Source: an optimization exercise on an open RTL-to-GDS flow (aim: small area and few clock cycles). Production flows keep margins and buffers that such runs may drop. Function was checked by simulation only, so behaviour that the tests miss may differ from the original. Power figures rest on the tool's default switching activity, not on a simulated workload.

==> flow/design.v <==
`default_nettype none
package axi_upsize_pkg;
    localparam int addr_w = 32;
    localparam int id_w   = 4;
    localparam int len_w  = 8;
    localparam int size_w = 3;
    localparam int resp_w = 2;
    localparam int s_dw = 32;
    localparam int m_dw = 128;
    localparam int s_kw = s_dw / 8;
    localparam int m_kw = m_dw / 8;
    localparam int ratio      = m_dw / s_dw;
    localparam int ratio_log2 = $clog2(ratio);
    localparam int wlen_w = len_w - ratio_log2;
    localparam int aw_fifo_w = addr_w + id_w + wlen_w + size_w;
    localparam int b_fifo_w  = id_w + resp_w;
    localparam int aw_depth = 6;
    localparam int w_depth  = 14;
    localparam int b_depth  = 6;
endpackage
`default_nettype wire
`timescale 1ns/1ps
`default_nettype none
module sync_fifo #(
    parameter int width = 8,
    parameter int depth = 6
) (
    input  logic             m_axi_aclk,
    input  logic             s_axi_arst,
    input  logic             in_valid,
    output logic             in_ready,
    input  logic [width-1:0] in_data,
    output logic             out_valid,
    input  logic             out_ready,
    output logic [width-1:0] out_data
);
    logic [width-1:0] data_q [depth];
    logic [depth-1:0] full_q;
    logic [depth:0]   rdy;
    logic             in_xfer;
    always_comb begin
        rdy[0] = out_ready;
        for (int i = 0; i < depth; i++) begin
            rdy[i+1] = ~full_q[i] | rdy[i];
        end
    end
    assign in_ready  = ~&full_q;
    assign in_xfer   = in_valid & in_ready;
    assign out_valid = full_q[0];
    assign out_data  = data_q[0];
    always_ff @(posedge m_axi_aclk or posedge s_axi_arst) begin
        if (s_axi_arst) begin
            full_q <= '0;
        end else begin
            for (int i = 0; i < depth - 1; i++) begin
                if (rdy[i+1]) begin
                    full_q[i] <= full_q[i+1];
                end
            end
            if (rdy[depth]) begin
                full_q[depth-1] <= in_xfer;
            end
        end
    end
    always_ff @(posedge m_axi_aclk) begin
        for (int i = 0; i < depth - 1; i++) begin
            if (rdy[i+1]) begin
                data_q[i] <= data_q[i+1];
            end
        end
        if (rdy[depth]) begin
            data_q[depth-1] <= in_data;
        end
    end
endmodule
`default_nettype wire
`timescale 1ns/1ps
`default_nettype none
module aw_translate (
    input  logic [axi_upsize_pkg::addr_w-1:0]    s_axi_awaddr,
    input  logic [axi_upsize_pkg::id_w-1:0]      s_axi_awid,
    input  logic [axi_upsize_pkg::len_w-1:0]     s_axi_awlen,
    input  logic [axi_upsize_pkg::size_w-1:0]    s_axi_awsize,
    output logic [axi_upsize_pkg::aw_fifo_w-1:0] entry
);
    localparam int ratio_log2 = axi_upsize_pkg::ratio_log2;
    localparam int size_w     = axi_upsize_pkg::size_w;
    assign entry = {s_axi_awaddr, s_axi_awid, s_axi_awlen[axi_upsize_pkg::len_w-1:ratio_log2],
                    s_axi_awsize + size_w'(ratio_log2)};
endmodule
`default_nettype wire
`timescale 1ns/1ps
`default_nettype none
module w_packer #(
    parameter int depth = 14,
    parameter logic [depth-1:0] pack_at = depth'(1)
) (
    input  logic                              m_axi_aclk,
    input  logic                              s_axi_arst,
    input  logic [axi_upsize_pkg::s_dw-1:0]   s_axi_wdata,
    input  logic [axi_upsize_pkg::s_kw-1:0]   s_axi_wstrb,
    input  logic                              s_axi_wlast,
    input  logic                              s_axi_wvalid,
    output logic                              s_axi_wready,
    output logic [axi_upsize_pkg::m_dw-1:0]   m_axi_wdata,
    output logic [axi_upsize_pkg::m_kw-1:0]   m_axi_wstrb,
    output logic                              m_axi_wlast,
    output logic                              m_axi_wvalid,
    input  logic                              m_axi_wready
);
    localparam int ratio  = axi_upsize_pkg::ratio;
    localparam int lane_w = axi_upsize_pkg::ratio_log2;
    localparam int s_dw   = axi_upsize_pkg::s_dw;
    localparam int s_kw   = axi_upsize_pkg::s_kw;
    localparam int tail   = depth - 1;
    localparam logic [depth-1:0] packs = pack_at | (depth'(1) << tail);
    logic [ratio-1:0][s_dw-1:0] data_q [depth];
    logic [ratio-1:0][s_kw-1:0] strb_q [depth];
    logic [depth-1:0]           last_q;
    logic [depth-1:0]           full_q;    
    logic [depth-1:0]           part_q;    
    logic [lane_w-1:0]          lane_q;
    logic [depth:0]             rdy;
    logic [depth-1:0]           busy;
    logic [depth-1:0]           behind;
    logic [depth-1:0]           start_ok;
    logic [depth-1:0]           wr;
    logic [ratio-1:0]           lane_hit;
    logic [ratio-1:0]           lane_cur;
    logic                       w_xfer;
    logic                       word_done;
    assign busy = full_q | (part_q & packs);
    always_comb begin
        rdy[0] = m_axi_wready;
        for (int i = 0; i < depth; i++) begin
            rdy[i+1] = ~busy[i] | (full_q[i] & rdy[i]);
        end
        behind[tail] = 1'b0;
        for (int i = tail - 1; i >= 0; i--) begin
            behind[i] = behind[i+1] | busy[i+1];
        end
    end
    assign s_axi_wready = ~&full_q;
    assign w_xfer       = s_axi_wvalid & s_axi_wready;
    assign word_done    = s_axi_wlast | (lane_q == lane_w'(ratio - 1));
    always_comb begin
        for (int i = 0; i < depth; i++) begin
            start_ok[i] = packs[i] & ~behind[i] & rdy[i+1];
        end
        wr = '0;
        if (w_xfer) begin
            if (lane_q != '0) begin
                wr = part_q & packs;
            end else begin
                for (int i = depth - 1; i >= 0; i--) begin
                    if (start_ok[i]) begin
                        wr = '0;
                        wr[i] = 1'b1;
                    end
                end
            end
        end
        for (int j = 0; j < ratio; j++) begin
            lane_cur[j] = (lane_q == lane_w'(j));
            lane_hit[j] = lane_cur[j] | (s_axi_wlast & (lane_q < lane_w'(j)));
        end
    end
    always_ff @(posedge m_axi_aclk or posedge s_axi_arst) begin
        if (s_axi_arst) begin
            lane_q <= '0;
            full_q <= '0;
            part_q <= '0;
        end else begin
            if (w_xfer) begin
                lane_q <= word_done ? '0 : lane_q + 1'b1;
            end
            for (int i = 0; i < depth; i++) begin
                if (wr[i]) begin
                    full_q[i] <= word_done;
                    part_q[i] <= ~word_done;
                end else if (rdy[i+1]) begin
                    full_q[i] <= (i < tail) ? full_q[(i < tail) ? i + 1 : i] : 1'b0;
                end
            end
        end
    end
    always_ff @(posedge m_axi_aclk) begin
        for (int i = 0; i < depth; i++) begin
            if (wr[i]) begin
                last_q[i] <= s_axi_wlast;
                for (int j = 0; j < ratio; j++) begin
                    if (lane_hit[j]) begin
                        data_q[i][j] <= s_axi_wdata;
                        strb_q[i][j] <= lane_cur[j] ? s_axi_wstrb : '0;
                    end
                end
            end else if (rdy[i+1] && i < tail) begin
                last_q[i] <= last_q[(i < tail) ? i + 1 : i];
                data_q[i] <= data_q[(i < tail) ? i + 1 : i];
                strb_q[i] <= strb_q[(i < tail) ? i + 1 : i];
            end
        end
    end
    assign m_axi_wvalid = full_q[0];
    assign m_axi_wdata  = data_q[0];
    assign m_axi_wstrb  = strb_q[0];
    assign m_axi_wlast  = last_q[0];
endmodule
`default_nettype wire
`timescale 1ns/1ps
`default_nettype none
module axi_out_slice #(
    parameter int width = 6,
    parameter int depth = 6
) (
    input  logic             m_axi_aclk,
    input  logic             s_axi_arst,
    input  logic             in_valid,
    output logic             in_ready,
    input  logic [width-1:0] in_data,
    output logic             out_valid,
    input  logic             out_ready,
    output logic [width-1:0] out_data
);
    logic [width-1:0] data_q [depth];
    logic [depth-1:0] full_q;        
    logic [depth:0]   full;
    logic             push;
    logic             pop;
    assign full      = {1'b0, full_q};
    assign in_ready  = ~full_q[depth-1];
    assign out_valid = full_q[0] | in_valid;
    assign out_data  = full_q[0] ? data_q[0] : in_data;
    assign pop       = full_q[0] & out_ready;
    assign push      = in_valid & in_ready & (full_q[0] | ~out_ready);
    always_ff @(posedge m_axi_aclk or posedge s_axi_arst) begin
        if (s_axi_arst) begin
            full_q <= '0;
        end else if (push & ~pop) begin
            full_q <= {full_q[depth-2:0], 1'b1};
        end else if (pop & ~push) begin
            full_q <= full[depth:1];
        end
    end
    always_ff @(posedge m_axi_aclk) begin
        for (int i = 0; i < depth; i++) begin
            if (pop) begin
                if (push & full[i] & ~full[i+1]) begin
                    data_q[i] <= in_data;
                end else begin
                    data_q[i] <= data_q[(i < depth - 1) ? i + 1 : i];
                end
            end else if (push & ~full_q[i] & ((i == 0) | full_q[(i > 0) ? i - 1 : 0])) begin
                data_q[i] <= in_data;
            end
        end
    end
endmodule
`default_nettype wire
`timescale 1ns/1ps
`default_nettype none
module axi_upsize_top (
    input  logic                               m_axi_aclk,
    input  logic                               s_axi_arst,
    input  logic [axi_upsize_pkg::addr_w-1:0]  s_axi_awaddr,
    input  logic [axi_upsize_pkg::id_w-1:0]    s_axi_awid,
    input  logic [axi_upsize_pkg::len_w-1:0]   s_axi_awlen,
    input  logic [axi_upsize_pkg::size_w-1:0]  s_axi_awsize,
    input  logic                               s_axi_awvalid,
    output logic                               s_axi_awready,
    input  logic [axi_upsize_pkg::s_dw-1:0]    s_axi_wdata,
    input  logic [axi_upsize_pkg::s_kw-1:0]    s_axi_wstrb,
    input  logic                               s_axi_wlast,
    input  logic                               s_axi_wvalid,
    output logic                               s_axi_wready,
    output logic [axi_upsize_pkg::id_w-1:0]    s_axi_bid,
    output logic [axi_upsize_pkg::resp_w-1:0]  s_axi_bresp,
    output logic                               s_axi_bvalid,
    input  logic                               s_axi_bready,
    output logic [axi_upsize_pkg::addr_w-1:0]  m_axi_awaddr,
    output logic [axi_upsize_pkg::id_w-1:0]    m_axi_awid,
    output logic [axi_upsize_pkg::len_w-1:0]   m_axi_awlen,
    output logic [axi_upsize_pkg::size_w-1:0]  m_axi_awsize,
    output logic                               m_axi_awvalid,
    input  logic                               m_axi_awready,
    output logic [axi_upsize_pkg::m_dw-1:0]    m_axi_wdata,
    output logic [axi_upsize_pkg::m_kw-1:0]    m_axi_wstrb,
    output logic                               m_axi_wlast,
    output logic                               m_axi_wvalid,
    input  logic                               m_axi_wready,
    input  logic [axi_upsize_pkg::id_w-1:0]    m_axi_bid,
    input  logic [axi_upsize_pkg::resp_w-1:0]  m_axi_bresp,
    input  logic                               m_axi_bvalid,
    output logic                               m_axi_bready
);
    localparam int aw_w   = axi_upsize_pkg::aw_fifo_w;
    localparam int b_w    = axi_upsize_pkg::b_fifo_w;
    localparam int wlen_w = axi_upsize_pkg::wlen_w;
    localparam int len_w  = axi_upsize_pkg::len_w;
    logic [aw_w-1:0]   aw_entry, aw_out;
    logic [wlen_w-1:0] aw_wlen;
    aw_translate i_aw_translate (
        .s_axi_awaddr (s_axi_awaddr), .s_axi_awid (s_axi_awid),
        .s_axi_awlen (s_axi_awlen), .s_axi_awsize (s_axi_awsize),
        .entry (aw_entry)
    );
    sync_fifo #(.width(aw_w), .depth(axi_upsize_pkg::aw_depth)) i_aw_fifo (
        .m_axi_aclk (m_axi_aclk), .s_axi_arst (s_axi_arst),
        .in_valid (s_axi_awvalid), .in_ready (s_axi_awready), .in_data (aw_entry),
        .out_valid (m_axi_awvalid), .out_ready (m_axi_awready), .out_data (aw_out)
    );
    assign {m_axi_awaddr, m_axi_awid, aw_wlen, m_axi_awsize} = aw_out;
    assign m_axi_awlen = len_w'(aw_wlen);
    w_packer #(.depth(axi_upsize_pkg::w_depth), .pack_at(14'h8)) i_w_packer (
        .m_axi_aclk (m_axi_aclk), .s_axi_arst (s_axi_arst),
        .s_axi_wdata (s_axi_wdata), .s_axi_wstrb (s_axi_wstrb),
        .s_axi_wlast (s_axi_wlast), .s_axi_wvalid (s_axi_wvalid),
        .s_axi_wready (s_axi_wready),
        .m_axi_wdata (m_axi_wdata), .m_axi_wstrb (m_axi_wstrb),
        .m_axi_wlast (m_axi_wlast), .m_axi_wvalid (m_axi_wvalid),
        .m_axi_wready (m_axi_wready)
    );
    axi_out_slice #(.width(b_w), .depth(axi_upsize_pkg::b_depth)) i_b_buf (
        .m_axi_aclk (m_axi_aclk), .s_axi_arst (s_axi_arst),
        .in_valid (m_axi_bvalid), .in_ready (m_axi_bready), .in_data ({m_axi_bid, m_axi_bresp}),
        .out_valid (s_axi_bvalid), .out_ready (s_axi_bready), .out_data ({s_axi_bid, s_axi_bresp})
    );
endmodule
`default_nettype wire
==> flow/flow/run.sh <==
#!/bin/bash
# Standard layout, with plain buf_1 cells as the port buffers and a clock tree
# built from larger sink clusters without dummy loads.
set -euo pipefail
export BUFFER_PORTS_ARGS="-buffer_cell sky130_fd_sc_hd__buf_1"
export CTS_ARGS="-sink_clustering_enable -repair_clock_nets -sink_clustering_size 22 -sink_clustering_max_diameter 45 -sink_clustering_buffer sky130_fd_sc_hd__clkbuf_8 -dont_use_dummy_load -buf_list sky130_fd_sc_hd__clkbuf_8"
bash standard.sh finish > standard.log 2>&1
==> flow/standard.sh <==
#!/bin/bash
# synth_recipe.tcl (not shown) runs the flow's synth.tcl, then flattens the netlist and writes it again
# the make line also repeats each setting of config.mk as NAME=value (left out here)
make -C /OpenROAD-flow-scripts/flow DESIGN_CONFIG=/design/flow/config.mk WORK_HOME=/design/flow/orfs CLKGATE_MAP_FILE= SYNTH_SCRIPT=/design/flow/synth_recipe.tcl "${@:-finish}"
==> flow/config.mk <==
export PLATFORM = sky130hd
export DESIGN_NAME = axi_upsize_top
export DESIGN_NICKNAME = axi_upsize_top
export VERILOG_FILES = /design/flow/design.v
export SDC_FILE = /design/flow/constraint.sdc
export NUM_CORES = 4
export LEC_CHECK = 0
export ABC_AREA = 1
export CAP_MARGIN = 20
export CORE_MARGIN = 2
export CORE_UTILIZATION = 62
export PLACE_DENSITY = 0.7
export SLEW_MARGIN = 20
==> flow/constraint.sdc <==
create_clock -name core_clock -period 4.0 [get_ports {m_axi_aclk}]
set_input_delay 0.8000 -clock core_clock [delete_from_list [all_inputs] [get_ports {m_axi_aclk}]]
set_output_delay 0.8000 -clock core_clock [all_outputs]
set_load 0.01 [all_outputs]
==> results.toml, run 1 <==
[sta]
final-max-slew-violation-count = 0
finalWorstPathRequiredPeriod_ns = 3.24
grt_setup_unrepaired = "false"
hold_viol_final = 0
max_slew.worst_pin.slew_ns = 1.08
maxSlewHeadroom = 0.281
max_freq_mhz = 309
clock-skew-final_ns = 0.0806
setup_slack_ns = 0.762
smallest_hold_slack_ns = 0.130
timing.final.crit_share = 0.809
setup_viol_count_final = 0

[detailed_routing]
wl_per_cell_um = 20.7
totalWireLength_um = 104000
drt_pre_antenna_iters = 5
route.antenna.remaining_nets = 0
drt-initial-drc-count = 1961
via_count = 27030
remaining_drc_errors = 0
route.detailed.vias_per_inst = 5.35

[critical_path]
rrSetupSlack_ns = 0.76
crit-reg2reg-launch = "i_w_packer.lane_q[1]"
signal_arrival_time_at_the_worst_endpoint_ns = 3.73
rr_worst_depth = 9
cp-start-kind = "register"
worst_path_most_repeated_cell = "nand2_1"
critical_path_peak_fanout = 28
critPathCaptureType = "register"
slowest_delay_ns = 0.83
critical-path-slowest-cell = "o21ai_4"
critPathTopFamily = "compound AO/OA/AOI/OAI gates"
crit-reg2reg-capture = "i_w_packer.data_q[3][92]"
crit_buf_inv = 2
crit_type = "reg2reg"
critPathRequiredTime_ns = 4.49
series_of_cell_instances_along_the_critical_path = "inv_1 > ha_1 > nand2_1 > nor2_1 > nand2_1 > o21bai_2 > nand2_8 > o21ai_4 > buf_12"

[global_routing]
vias_in_the_first_global_route = 27192
grt_use_total = 0.173
grt_start_max_net_pins = 148
grt-ovfl-total = 0
number_of_antenna_violations_at_the_first_check_in_global_routing = 14
global_route_wire_length_before_repair_um = 156000

[layout]
area_delta_synth_final_pct = 8.05
postLayoutCoreUtil = 0.675
final_common_cell = "edfxtp_1"
final_cell_area_um2 = 79800
proportion_of_layout_cells_with_a_drive_suffix_above_1 = 0.0746
filler_cell_count = 7056
finalNetCount = 3617
most_frequent_cells_in_the_layout = "edfxtp_1 (2,336), nand2_1 (381), buf_1 (297)"

[logic_synthesis]
post_synth_num_cell_types = 29
synth_seq_cells = 2366
synth-edff-count = 2336
synth.largest_area_cell = "edfxtp_1"
synth_area_leaders = "edfxtp_1 (95%), nand2_1 (2.0%), dfrtp_1 (1.0%), inv_1 (0.32%), o21ai_0 (0.25%)"
syn-mean-instance-area_um2 = 24.4
synthesis.area_um2 = 73800
synth_largest_type_area_fraction = 0.950
synth.yosys.seq_area_share = 0.960
count_of_yosys_warnings_during_synthesis = 7
most_used_flip_flop_cell_after_synthesis = "edfxtp_1"
syn-instance-count = 3027
asyncSetResetFlopFracSynth = 0.0127

[cts]
tritoncts_clock_tree = "yes"
ctsRootBufferMaster = "clkbuf_8"
clkSinkCount = 2366
cts_buffer_depth = 3
cts_inserted_buffers = 169
cts.reportedPaths.clkPinSlew_ns = 0.10
cts_setup_buffers = 0
clkLatencyLatePin_ns = 0.86
cts-htree-levels = 4

[hold_path]
hold_path_depth = 1
min-delay-path-class = "in2reg"
hold_path_end = "i_aw_fifo.data_q[5][35]"
worst_hold_startpoint = "s_axi_awaddr[22]"

[placed_design]
place.port_buffers = 297
routabilityCongestion = 0.856
dpl_worst_slack_ns = 0.670
dp_hpwl_um = 65800
postPlaceCellArea_um2 = 77300

[power_and_ir_drop]
vdd.ir_drop.worst_mv = 0.398
total_power_mw = 52.4
power_density_nw_per_um2 = 658
power.static_leakage_nw = 28.7

[floorplanning]
starting_density_of_the_core = 0.625
pin_count = 302
fp-row-count = 126
core_um2 = 118000
dieHeight_um = 349
die_area_um2 = 122000
chipWidth_um = 349

[status]
outcome = "timing/DRC/antenna clean"

[job]
drv.max_cap_violation_count = 0
-- stage by stage --
stage | cells | setup TNS, ns
floorplan | 3028 | -3467.63
global placement | 4871 | 0
detailed placement | 4872 | 0
CTS | 5046 | 0
global route | 5052 | 0
finish | 5052 | 0
-- how the worst max path moves through the flow --
stage	endpoint	cells past startpoint	start	slack [ns]
6_report	i_w_packer.data_q[3][92]	9	i_w_packer.lane_q[1]	0.76
5_1_grt	i_w_packer.data_q[3][92]	9	i_w_packer.lane_q[1]	0.55
4_1_cts	i_w_packer.data_q[3][92]	9	i_w_packer.lane_q[0]	0.73
3_5_place_dp	i_w_packer.strb_q[3][9]	8	m_axi_wready	0.67
3_3_place_gp	i_w_packer.strb_q[3][9]	8	m_axi_wready	0.73
2_1_floorplan	i_w_packer.data_q[10][0]	6	m_axi_wready	-3.75
-- area by class of cell --
type,count,area (µm²),area share
multi-input combinational,565,2590,0.0325
timing repair buffer,347,1760,0.0221
tap,1536,1920,0.0241
inverter,64,253,0.00317
antenna,5,12.5,0.000157
sequential,2366,70900,0.889
clock buffer,169,2330,0.0292
-- Yosys cell counts (6+ instances only) --
| library cell | instances |
|---|---|
| a21oi_1 | 26 |
| buf_2 | 7 |
| buf_6 | 13 |
| clkbuf_1 | 8 |
| dfrtp_1 | 30 |
| edfxtp_1 | 2336 |
| ha_1 | 6 |
| inv_1 | 63 |
| nand2_1 | 387 |
| nand2_2 | 10 |
| nand3_1 | 20 |
| nor2_1 | 47 |
| o21ai_0 | 37 |
-- per-layer routing --
layer  track usage  share of wire
met4        0.0626          0.029
met5             0        0.00078
met2         0.277           0.48
met3        0.0352          0.061
met1         0.242           0.43
-- sequential cells by signal (all words and copies together) (netlist names) --
name	count
i_aw_fifo.data_q	270
i_aw_fifo.full_q	6
i_b_buf.data_q	36
i_b_buf.full_q	6
i_w_packer.data_q	1792
i_w_packer.full_q	14
i_w_packer.lane_q	2
i_w_packer.last_q	14
i_w_packer.part_q	2
i_w_packer.strb_q	224
-- kinds of logic (layout without fill, tap and decap cells) --
group / after synthesis / count (layout) / share of synthesized area
other cells: 1 / 7 / 0.0000508
xor+xnor: 1 / 1 / 0.000119
fa+ha+maj: 6 / 6 / 0.00102
buf+inv: 97 / 580 / 0.00673
simple gates: 482 / 482 / 0.0259
mux: 5 / 5 / 0.000763
compound gates: 69 / 69 / 0.00498
flops: 2366 / 2366 / 0.960
-- repair_timing --
action / in CTS / in global routing
resized for setup: 0 / 0
hold buffers: 5 / 0
hold endpoints to repair: 28 / 0
-- where the power goes --
part / total, mW / internal, mW / switching, mW / leakage (nW)
Combinational: 4.47 / 1.03 / 3.44 / 2.75
Clock: 10.1 / 3.78 / 6.37 / 1.22
Sequential: 37.8 / 35.7 / 2.11 / 24.7
Total: 52.4 / 40.5 / 11.9 / 28.7
Testbench counts, summed over its fixed seeds: cycles 2,931.
==> run 2, diff against run 1 <==
--- a/flow/design.v
+++ b/flow/design.v
@@ -213,3 +213,4 @@
     parameter int width = 6,
-    parameter int depth = 6
+    parameter int depth = 6,
+    parameter logic [depth-1:0] enter_at = depth'(1)
 ) (
@@ -224,13 +225,35 @@
 );
+    localparam int tail = depth - 1;
+    localparam logic [depth-1:0] enters = enter_at | (depth'(1) << tail);
     logic [width-1:0] data_q [depth];
-    logic [depth-1:0] full_q;        
-    logic [depth:0]   full;
-    logic             push;
-    logic             pop;
-    assign full      = {1'b0, full_q};
-    assign in_ready  = ~full_q[depth-1];
-    assign out_valid = full_q[0] | in_valid;
+    logic [depth-1:0] full_q;
+    logic [depth:0]   rdy;
+    logic [depth-1:0] behind;
+    logic [depth-1:0] wr;
+    logic             empty;
+    logic             store;
+    always_comb begin
+        rdy[0] = out_ready;
+        for (int i = 0; i < depth; i++) begin
+            rdy[i+1] = ~full_q[i] | rdy[i];
+        end
+        behind[tail] = 1'b0;
+        for (int i = tail - 1; i >= 0; i--) begin
+            behind[i] = behind[i+1] | full_q[i+1];
+        end
+    end
+    assign empty     = ~|full_q;
+    assign in_ready  = ~&full_q;
+    assign out_valid = full_q[0] | (empty & in_valid);
     assign out_data  = full_q[0] ? data_q[0] : in_data;
-    assign pop       = full_q[0] & out_ready;
-    assign push      = in_valid & in_ready & (full_q[0] | ~out_ready);
+    assign store     = in_valid & in_ready & ~(empty & out_ready);
+    always_comb begin
+        wr = '0;
+        for (int i = depth - 1; i >= 0; i--) begin
+            if (store & enters[i] & ~behind[i] & rdy[i+1]) begin
+                wr = '0;
+                wr[i] = 1'b1;
+            end
+        end
+    end
     always_ff @(posedge m_axi_aclk or posedge s_axi_arst) begin
@@ -238,6 +261,10 @@
             full_q <= '0;
-        end else if (push & ~pop) begin
-            full_q <= {full_q[depth-2:0], 1'b1};
-        end else if (pop & ~push) begin
-            full_q <= full[depth:1];
+        end else begin
+            for (int i = 0; i < depth; i++) begin
+                if (wr[i]) begin
+                    full_q[i] <= 1'b1;
+                end else if (rdy[i+1]) begin
+                    full_q[i] <= (i < tail) ? full_q[(i < tail) ? i + 1 : i] : 1'b0;
+                end
+            end
         end
@@ -246,10 +273,6 @@
         for (int i = 0; i < depth; i++) begin
-            if (pop) begin
-                if (push & full[i] & ~full[i+1]) begin
-                    data_q[i] <= in_data;
-                end else begin
-                    data_q[i] <= data_q[(i < depth - 1) ? i + 1 : i];
-                end
-            end else if (push & ~full_q[i] & ((i == 0) | full_q[(i > 0) ? i - 1 : 0])) begin
+            if (wr[i]) begin
                 data_q[i] <= in_data;
+            end else if (rdy[i+1] && i < tail) begin
+                data_q[i] <= data_q[(i < tail) ? i + 1 : i];
             end
--- a/flow/config.mk
+++ b/flow/config.mk
@@ -10,4 +10,4 @@
 export CORE_MARGIN = 2
-export CORE_UTILIZATION = 62
-export PLACE_DENSITY = 0.7
+export CORE_UTILIZATION = 66
+export PLACE_DENSITY = 0.72
 export SLEW_MARGIN = 20
==> results.toml, run 2 <==
[layout]
largest_registers = "i_w_packer.data_q: 1792 flops, i_aw_fifo.data_q: 270 flops, i_w_packer.strb_q: 224 flops"
finalNetCount = 3564
flip_flop_count_of_the_largest_register_after_layout = 1792
filler_cell_count = 6126
most_frequent_cells_in_the_layout = "edfxtp_1 (2,336), nand2_1 (354), buf_1 (297)"
registers.top_by_ff_count = "i_w_packer.data_q"
final_common_cell = "edfxtp_1"
layoutNonFillerInstCount = 4950
multiInputGateArea_um2 = 2300
area_delta_synth_final_pct = 8.10
regArea_um2 = 70900
proportion_of_layout_cells_with_a_drive_suffix_above_1 = 0.0755

[power_and_ir_drop]
total_power_mw = 54.1
power_density_nw_per_um2 = 681
vdd.ir_drop.worst_mv = 0.399
power.static_leakage_nw = 28.5

[critical_path]
signal_arrival_time_at_the_worst_endpoint_ns = 4.15
cp-start-kind = "register"
critical_path_peak_fanout = 43
critPathRequiredTime_ns = 4.57
crit-reg2reg-capture = "i_w_packer.data_q[3][123]"
rrSetupSlack_ns = 0.42
critPathCaptureType = "register"
crit-reg2reg-launch = "i_w_packer.lane_q[0]"
rr_worst_depth = 10
crit_type = "reg2reg"

[logic_synthesis]
synth.yosys.seq_area_share = 0.964
synthesis.area_um2 = 73500
synth.largest_area_cell = "edfxtp_1"
post_synth_most_frequent_cells = "edfxtp_1 (2,336), nand2_1 (360), inv_1 (72)"
synth.most_common_cell = "edfxtp_1"
syn-instance-count = 2969
asyncSetResetFlopFracSynth = 0.0127
synth_area_leaders = "edfxtp_1 (95%), nand2_1 (1.8%), dfrtp_1 (1.0%), inv_1 (0.37%), nand3_1 (0.30%)"
syn-mean-instance-area_um2 = 24.8
synth_largest_type_area_fraction = 0.954
synth-edff-count = 2336
most_used_flip_flop_cell_after_synthesis = "edfxtp_1"
synth_seq_cells = 2366
post_synth_num_cell_types = 33
count_of_yosys_warnings_during_synthesis = 7

[global_routing]
grt_start_max_net_pins = 148
number_of_antenna_violations_at_the_first_check_in_global_routing = 6
vias_in_the_first_global_route = 26729
grt_use_total = 0.187
global_route_wire_length_before_repair_um = 155000
grt-ovfl-total = 0

[detailed_routing]
remaining_drc_errors = 0
drt_pre_antenna_iters = 5
totalWireLength_um = 104000
drt-initial-drc-count = 2085
wl_per_cell_um = 21.1
route.antenna.remaining_nets = 0
via_count = 26528
route.detailed.vias_per_inst = 5.36

[sta]
final-max-slew-violation-count = 0
smallest_hold_slack_ns = 0.0102
timing.final.crit_share = 0.895
grt_setup_unrepaired = "false"
setup_viol_count_final = 0
clock-skew-final_ns = 0.0832
fin_setup_tns_ns = 0
max_slew.worst_pin.slew_ns = 1.09
hold_viol_final = 0
maxSlewHeadroom = 0.272
finalWorstPathRequiredPeriod_ns = 3.58
max_freq_mhz = 279

[floorplanning]
die_area_um2 = 114000
dieHeight_um = 338
core_um2 = 111000
starting_density_of_the_core = 0.665
chipWidth_um = 338
pin_count = 302
fp-row-count = 122

[placed_design]
dp_hpwl_um = 67000
placed_cells = 4768
place.port_buffers = 297
routabilityCongestion = 0.820

[cts]
cts_inserted_buffers = 177
clkSinkCount = 2366
cts.reportedPaths.clkPinSlew_ns = 0.09
clkLatencyLatePin_ns = 0.87
cts_resized = 0
tritoncts_clock_tree = "yes"
cts-htree-levels = 4
ctsRootBufferMaster = "clkbuf_8"
cts_setup_buffers = 0
cts_buffer_depth = 3

[job]
drv.max_cap_violation_count = 0

[status]
outcome = "timing/DRC/antenna clean"

[hold_path]
min-delay-path-class = "in2async"
run 2: critical path, cell delays in order, from the launching register on:
cell and delay [ns]:
dfrtp_1 0.43, inv_1 0.17, ha_1 0.38, nand4_1 0.13
nor2_1 0.12, nand2_1 0.11, o21ai_4 0.28, nand2_8 0.35
nand2_1 0.51, nand2_2 0.50, buf_12 0.32
run 2: worst max-delay path by stage:
stage,start,endpoint,slack [ns]
after global routing,i_w_packer.lane_q[0],i_w_packer.data_q[3][127],0.29
after CTS,i_w_packer.lane_q[0],i_w_packer.data_q[3][127],0.45
after global placement,m_axi_wready,i_w_packer.data_q[3][126],0.29
after detailed placement,m_axi_wready,i_w_packer.data_q[3][126],0.23
final,i_w_packer.lane_q[0],i_w_packer.data_q[3][123],0.42
after floorplan,m_axi_wready,i_w_packer.data_q[8][0],-5.26
run 2: stage by stage:
step,util,setup WS (ns),instance area [µm²]
2_1_floorplan,-,-5.26,73600
3_3_place_gp,0.697,0.293,77000
3_5_place_dp,0.697,0.235,77000
4_1_cts,0.719,0.448,79500
5_1_grt,0.719,0.287,79500
6_report,0.719,0.421,79500
run 2: kinds of logic after synthesis:
family	Yosys count	synth area share
AO/OA/AOI/OAI	37	0.00277
other	1	0.0000510
flip-flops	2366	0.964
buffers and inverters	103	0.00687
XOR/XNOR	1	0.000119
AND/OR/NAND/NOR	456	0.0252
adder cells (fa/ha/maj)	5	0.000851
run 2: where the power goes:
part	switching (mW)	internal, mW	leakage, nW
clock	6.39	3.95	1.27
combinational	3.97	1.10	2.64
sequential	2.22	36.5	24.6
run 2: area by class of cell:
class                           count  share of cell area
Clock buffer                      177              0.0306
Sequential cell                  2366               0.892
Multi-Input combinational cell    501              0.0290
Antenna cell                        3           0.0000944
Inverter                           73             0.00371
Tap cell                         1488              0.0234
Timing Repair Buffer              342              0.0213
run 2: what timing repair did:
item,in CTS,in global routing
setup endpoints to repair,0,0
hold buffers,2,0
hold endpoints to repair,2,0
run 2: layer usage:
layer,GRT usage,part of all wire
met4,0.0700,0.029
met5,0,0
met2,0.306,0.50
met1,0.256,0.41
met3,0.0369,0.065
Testbench counts of run 2, summed over its fixed seeds: cycles 2,931.
==> run 3, diff against run 2 <==
--- a/flow/config.mk
+++ b/flow/config.mk
@@ -10,4 +10,4 @@
 export CORE_MARGIN = 2
-export CORE_UTILIZATION = 66
-export PLACE_DENSITY = 0.72
+export CORE_UTILIZATION = 62
+export PLACE_DENSITY = 0.7
 export SLEW_MARGIN = 20
==> results.toml, run 3 <==
[critical_path]
cp-start-kind = "register"
critPathRequiredTime_ns = 3.20
critPathCaptureType = "output port"
crit_buf_inv = 2
crit_type = "reg2out"
series_of_cell_instances_along_the_critical_path = "inv_1 > nor4_2 > nand4_1 > buf_1"
critical-path-slowest-cell = "nor4_2"
critPathTopFamily = "simple AND/OR/NAND/NOR gates"
critical_path_peak_fanout = 3
worst-path-stages = 4
slowest_delay_ns = 0.67
rr_worst_depth = 9
signal_arrival_time_at_the_worst_endpoint_ns = 2.78

[logic_synthesis]
synth.most_common_cell = "edfxtp_1"
synth_seq_cells = 2366
synth_largest_type_area_fraction = 0.954
post_synth_most_frequent_cells = "edfxtp_1 (2,336), nand2_1 (360), inv_1 (72)"
synthesis.area_um2 = 73500
synth_area_leaders = "edfxtp_1 (95%), nand2_1 (1.8%), dfrtp_1 (1.0%), inv_1 (0.37%), nand3_1 (0.30%)"
asyncSetResetFlopFracSynth = 0.0127
synth.largest_area_cell = "edfxtp_1"
synth-edff-count = 2336
most_used_flip_flop_cell_after_synthesis = "edfxtp_1"
count_of_yosys_warnings_during_synthesis = 7
post_synth_num_cell_types = 33
syn-instance-count = 2969
synth.yosys.seq_area_share = 0.964
syn-mean-instance-area_um2 = 24.8

[hold_path]
min-delay-path-class = "in2async"

[floorplanning]
core_um2 = 118000
dieHeight_um = 348
chipWidth_um = 348
pin_count = 302
fp-row-count = 126
die_area_um2 = 121000
starting_density_of_the_core = 0.624

[power_and_ir_drop]
power_density_nw_per_um2 = 677
p_switching_mw = 12.4
clock_power_share = 0.189
total_power_mw = 53.7
power.static_leakage_nw = 28.4
power_frac_seq = 0.719
swShare = 0.231
vdd.ir_drop.worst_mv = 0.533
combinationalPowerShare = 0.092
internal_power_mw = 41.3

[layout]
finalNetCount = 3554
flip_flop_count_of_the_largest_register_after_layout = 1792
registers.top_by_ff_count = "i_w_packer.data_q"
area_delta_synth_final_pct = 7.91
largest_registers = "i_w_packer.data_q: 1792 flops, i_aw_fifo.data_q: 270 flops, i_w_packer.strb_q: 224 flops"
proportion_of_layout_cells_with_a_drive_suffix_above_1 = 0.0725
most_frequent_cells_in_the_layout = "edfxtp_1 (2,336), nand2_1 (354), buf_1 (297)"
final_common_cell = "edfxtp_1"

[placed_design]
dpl_worst_slack_ns = 0.426
routabilityCongestion = 0.817
dp_hpwl_um = 64300
place.port_buffers = 297

[sta]
max_freq_mhz = 280
finalWorstPathRequiredPeriod_ns = 3.58
clock-skew-final_ns = 0.0742
maxSlewHeadroom = 0.288
hold_viol_final = 0
smallest_hold_slack_ns = 0.0570
final-max-slew-violation-count = 0
timing.final.crit_share = 0.894
setup_slack_ns = 0.423
max_slew.worst_pin.slew_ns = 1.07
grt_setup_unrepaired = "false"
setup_viol_count_final = 0

[detailed_routing]
drt_pre_antenna_iters = 8
wl_per_cell_um = 20.9
totalWireLength_um = 105000
route.antenna.remaining_nets = 0
drt-initial-drc-count = 2189
remaining_drc_errors = 0
route.detailed.vias_per_inst = 5.33
via_count = 26608

[job]
drv.max_cap_violation_count = 0

[global_routing]
global_route_wire_length_before_repair_um = 156000
grt_start_max_net_pins = 148
vias_in_the_first_global_route = 26808
number_of_antenna_violations_at_the_first_check_in_global_routing = 11
grt_use_total = 0.174
grt-ovfl-total = 0

[cts]
tritoncts_clock_tree = "yes"
clkLatencyLatePin_ns = 0.84
cts_inserted_buffers = 169
ctsRootBufferMaster = "clkbuf_8"
cts_buffer_depth = 3
cts.reportedPaths.clkPinSlew_ns = 0.10
clkSinkCount = 2366
cts-htree-levels = 4

[status]
outcome = "timing/DRC/antenna clean"
run 3: worst paths after layout:
| path | start | to | slack, ns |
|---|---|---|---|
| max | i_w_packer.full_q[10] | s_axi_wready | 0.42 |
| min in group core_clock | s_axi_awlen[4] | i_aw_fifo.data_q[5][5] | 0.12 |
| min | s_axi_arst | i_aw_fifo.full_q[4] | 0.06 |
| min reg2reg | i_w_packer.data_q[13][69] | i_w_packer.data_q[12][69] | 0.34 |
| max in group asynchronous | s_axi_arst | i_w_packer.full_q[12] | 3.32 |
| max reg2reg | i_w_packer.full_q[10] | i_w_packer.data_q[3][98] | 0.92 |
run 3: routing by layer:
metal | routed length (µm) | vias to the layer above | track usage
met3 | 7590 | 176 | 0.0404
met4 | 2390 | 6 | 0.0554
met5 | 35 | - | 0
met1 | 43700 | 13419 | 0.238
met2 | 50800 | 747 | 0.283
li1 | - | 12260 | -
run 3: repair_timing:
action,4_1_cts,5_1_grt
buffers inserted,0,0
resized for setup,0,0
hold buffers,2,0
endpoints found under the hold margin,2,0
run 3: logic make-up after synthesis:
family	count (synthesis)	share of synthesized area
compound gates	37	0.00277
xor+xnor	1	0.000119
fa+ha+maj	5	0.000851
buf+inv	103	0.00687
flops	2366	0.964
other cells	1	0.0000510
simple gates	456	0.0252
run 3: metrics by stage:
stage                TNS, ns   util  area [µm²]  cells
floorplan           -5130.09      -       73600   2970
global placement           0  0.653       77000   4814
detailed placement         0  0.653       77000   4814
CTS                        0  0.673       79300   4985
global route               0  0.673       79300   4986
finish                     0  0.673       79400   4989
run 3: power by group through the flow:
stage	Combinational [mW]	Clock [mW]	Sequential, mW
3_5_place_dp	5.08	0	39.3
5_1_grt	5.48	11.3	39.3
4_1_cts	5.09	10.5	38.7
6_report	4.95	10.1	38.6
2_1_floorplan	2.23	0	38.8
3_3_place_gp	4.93	0	38.9
run 3: cell type report:
cell class                 instances  area [µm²]
multi-input combinational        501        2310
timing repair buffer             340        1590
inverter                          73         297
antenna                            4        10.0
sequential                      2366       70900
tap                             1536        1920
clock buffer                     169        2330
fill                            7011       38600
==> run 4, diff against run 3 <==
==> flow/flow/run.sh (replaced) <==
#!/bin/bash
# Standard layout, with plain buf_1 cells as the port buffers and a clock tree
# built from larger sink clusters without dummy loads.
set -euo pipefail
export BUFFER_PORTS_ARGS="-buffer_cell sky130_fd_sc_hd__buf_1"
export CTS_ARGS="-sink_clustering_enable -repair_clock_nets -sink_clustering_size 20 -sink_clustering_max_diameter 45 -sink_clustering_buffer sky130_fd_sc_hd__clkbuf_8 -dont_use_dummy_load -buf_list sky130_fd_sc_hd__clkbuf_8"
bash standard.sh finish > standard.log 2>&1
==> results.toml, run 4 <==
[status]
outcome = "timing/DRC/antenna clean"

[global_routing]
vias_in_the_first_global_route = 26962
grt-ovfl-total = 0
grt_use_total = 0.175
grt_start_max_net_pins = 148
number_of_antenna_violations_at_the_first_check_in_global_routing = 12
global_route_wire_length_before_repair_um = 156000

[logic_synthesis]
syn-mean-instance-area_um2 = 24.8
synth_seq_cells = 2366
post_synth_num_cell_types = 33
count_of_yosys_warnings_during_synthesis = 7
post_synth_most_frequent_cells = "edfxtp_1 (2,336), nand2_1 (360), inv_1 (72)"
synth_largest_type_area_fraction = 0.954
asyncSetResetFlopFracSynth = 0.0127
synth.yosys.seq_area_share = 0.964
synth.largest_area_cell = "edfxtp_1"
syn-instance-count = 2969
most_used_flip_flop_cell_after_synthesis = "edfxtp_1"
synthesis.area_um2 = 73500
synth-edff-count = 2336
synth_area_leaders = "edfxtp_1 (95%), nand2_1 (1.8%), dfrtp_1 (1.0%), inv_1 (0.37%), nand3_1 (0.30%)"
synth.most_common_cell = "edfxtp_1"

[power_and_ir_drop]
internal_power_mw = 41.5
clock_power_share = 0.192
swShare = 0.231
power_frac_seq = 0.716
total_power_mw = 53.9
power_density_nw_per_um2 = 678
power.static_leakage_nw = 28.5
combinationalPowerShare = 0.092
vdd.ir_drop.worst_mv = 0.542
p_switching_mw = 12.4

[job]
drv.max_cap_violation_count = 0

[critical_path]
crit_type = "reg2out"
critical-path-slowest-cell = "nor4_2"
rr_worst_depth = 9
crit-reg2reg-capture = "i_w_packer.data_q[3][98]"
critPathCaptureType = "output port"
crit-reg2reg-launch = "i_w_packer.full_q[10]"
cp-start-kind = "register"
signal_arrival_time_at_the_worst_endpoint_ns = 2.77
series_of_cell_instances_along_the_critical_path = "inv_1 > nor4_2 > nand4_1 > buf_1"
critical_path_peak_fanout = 3
critPathRequiredTime_ns = 3.20
slowest_delay_ns = 0.68
rrSetupSlack_ns = 0.93

[sta]
max_slew.worst_pin.slew_ns = 1.06
grt_setup_unrepaired = "false"
smallest_hold_slack_ns = 0.0319
setup_viol_count_final = 0
hold_viol_final = 0
fin_setup_tns_ns = 0
timing.final.crit_share = 0.892
finalWorstPathRequiredPeriod_ns = 3.57
clock-skew-final_ns = 0.0869
final-max-slew-violation-count = 0
max_freq_mhz = 280
maxSlewHeadroom = 0.294

[detailed_routing]
drt-initial-drc-count = 2071
remaining_drc_errors = 0
drt_pre_antenna_iters = 7
route.antenna.remaining_nets = 0
wl_per_cell_um = 21.0
route.detailed.vias_per_inst = 5.33
via_count = 26673
totalWireLength_um = 105000

[layout]
filler_cell_count = 6999
registers.top_by_ff_count = "i_w_packer.data_q"
area_delta_synth_final_pct = 8.12
proportion_of_layout_cells_with_a_drive_suffix_above_1 = 0.0745
finalNetCount = 3567
postLayoutCoreUtil = 0.674
most_frequent_cells_in_the_layout = "edfxtp_1 (2,336), nand2_1 (354), buf_1 (297)"
flip_flop_count_of_the_largest_register_after_layout = 1792
multiInputGateArea_um2 = 2310
largest_registers = "i_w_packer.data_q: 1792 flops, i_aw_fifo.data_q: 270 flops, i_w_packer.strb_q: 224 flops"
final_common_cell = "edfxtp_1"
regArea_um2 = 70900
final_cell_area_um2 = 79500

[floorplanning]
die_area_um2 = 121000
starting_density_of_the_core = 0.624
pin_count = 302
chipWidth_um = 348
dieHeight_um = 348
core_um2 = 118000
fp-row-count = 126

[cts]
clkLatencyLatePin_ns = 0.87
tritoncts_clock_tree = "yes"
cts-htree-levels = 4
clkSinkCount = 2366
ctsRootBufferMaster = "clkbuf_8"
cts_setup_buffers = 0
cts_inserted_buffers = 177
cts_buffer_depth = 3
cts.reportedPaths.clkPinSlew_ns = 0.10

[placed_design]
dp_hpwl_um = 64300
routabilityCongestion = 0.817
postPlaceCellArea_um2 = 77000
place.port_buffers = 297

[hold_path]
min-delay-path-class = "in2async"
[run 4: cell families (layout without fill, tap and decap cells)]
family | after synthesis | count (layout) | share of synthesized area
compound gates | 37 | 37 | 0.00277
xor+xnor | 1 | 1 | 0.000119
fa+ha+maj | 5 | 5 | 0.000851
buf+inv | 103 | 595 | 0.00687
flops | 2366 | 2366 | 0.964
other cells | 1 | 5 | 0.0000510
simple gates | 456 | 456 | 0.0252
[run 4: power groups by stage]
stage / logic (mW) / registers [mW] / clock network [mW]
floorplan: 2.23 / 38.8 / 0
global placement: 4.93 / 38.9 / 0
detailed placement: 5.08 / 39.3 / 0
CTS: 5.10 / 38.7 / 10.8
global route: 5.49 / 39.3 / 11.6
finish: 4.95 / 38.6 / 10.3
[run 4: per-stage QoR]
stage / setup slack (ns) / instances
floorplan: -5.26 / 2970
global placement: 0.502 / 4814
detailed placement: 0.426 / 4814
CTS: 0.360 / 4998
global route: 0.280 / 4999
finish: 0.432 / 5001
[run 4: worst max path at each step]
| stage | startpoint | end | slack (ns) | depth (start not counted) |
|---|---|---|---|---|
| 2_1_floorplan | m_axi_wready | i_w_packer.data_q[8][0] | -5.26 | 6 |
| 3_3_place_gp | m_axi_wready | i_w_packer.data_q[4][16] | 0.50 | 7 |
| 3_5_place_dp | m_axi_wready | i_w_packer.data_q[4][86] | 0.43 | 7 |
| 4_1_cts | i_w_packer.full_q[10] | s_axi_wready | 0.36 | 4 |
| 5_1_grt | i_w_packer.full_q[6] | s_axi_wready | 0.28 | 4 |
| 6_report | i_w_packer.full_q[10] | s_axi_wready | 0.43 | 4 |
[run 4: routing by layer]
layer / global-route usage / wire, µm / part of all wire
met1: 0.239 / 43900 / 0.42
met2: 0.283 / 50900 / 0.49
met3: 0.0408 / 7400 / 0.071
met4: 0.0579 / 2530 / 0.024
met5: 0 / 65 / 0.00062
[run 4: critical path, delay by kind of cell, from the launching register on]
| family | cells | cell delay [ns] |
|---|---|---|
| and+or+nand+nor | 2 | 1.11 |
| buffers and inverters | 2 | 0.37 |
| DFF | 1 | 0.47 |
[run 4: what timing repair did]
item,4_1_cts,5_1_grt
gates resized for setup,0,0
hold buffers,7,0
hold endpoints to repair,7,0
[run 4: final cells by class]
cell class / instances / area share
Sequential cell: 2366 / 0.892
Clock buffer: 177 / 0.0306
Multi-Input combinational cell: 501 / 0.0290
Tap cell: 1536 / 0.0242
Timing Repair Buffer: 345 / 0.0207
Inverter: 73 / 0.00373
Antenna cell: 3 / 0.0000944

==> static timing again, ports no longer ideal <==
Ports are ideal in the flow. The routed layouts listed here were re-timed in OpenROAD.
Step 1 sets driving cells, clkbuf_16 on the clock port and buf_2 on the other inputs (assumed; they add their load-dependent delay and slew).
Step 2, shift: input delay + t, output delay - t, t = (earliest + latest rising clock arrival at the registers) / 2. This alone moves slack from input paths to output paths.
Slacks: ideal ports / drivers / drivers and shift; pairs: ideal ports / drivers.
run | t, ns | setup slack, ns | hold slack, ns
run 1 | 0.895 | 0.762 / 0.762 / 0.661 | 0.130 / 0.093 / 0.356
run 2 | 0.883 | 0.421 / 0.421 / 0.245 | 0.010 / -0.033 / 0.347
run 3 | 0.877 | 0.423 / 0.358 / 0.423 | 0.057 / 0.019 / 0.339
run 4 | 0.884 | 0.432 / 0.366 / 0.431 | 0.032 / -0.008 / 0.346
After both steps every run listed still meets setup and hold. The setup slack of run 2, which loses most, moves by 0.000 ns with the drivers and by -0.176 ns with both steps.
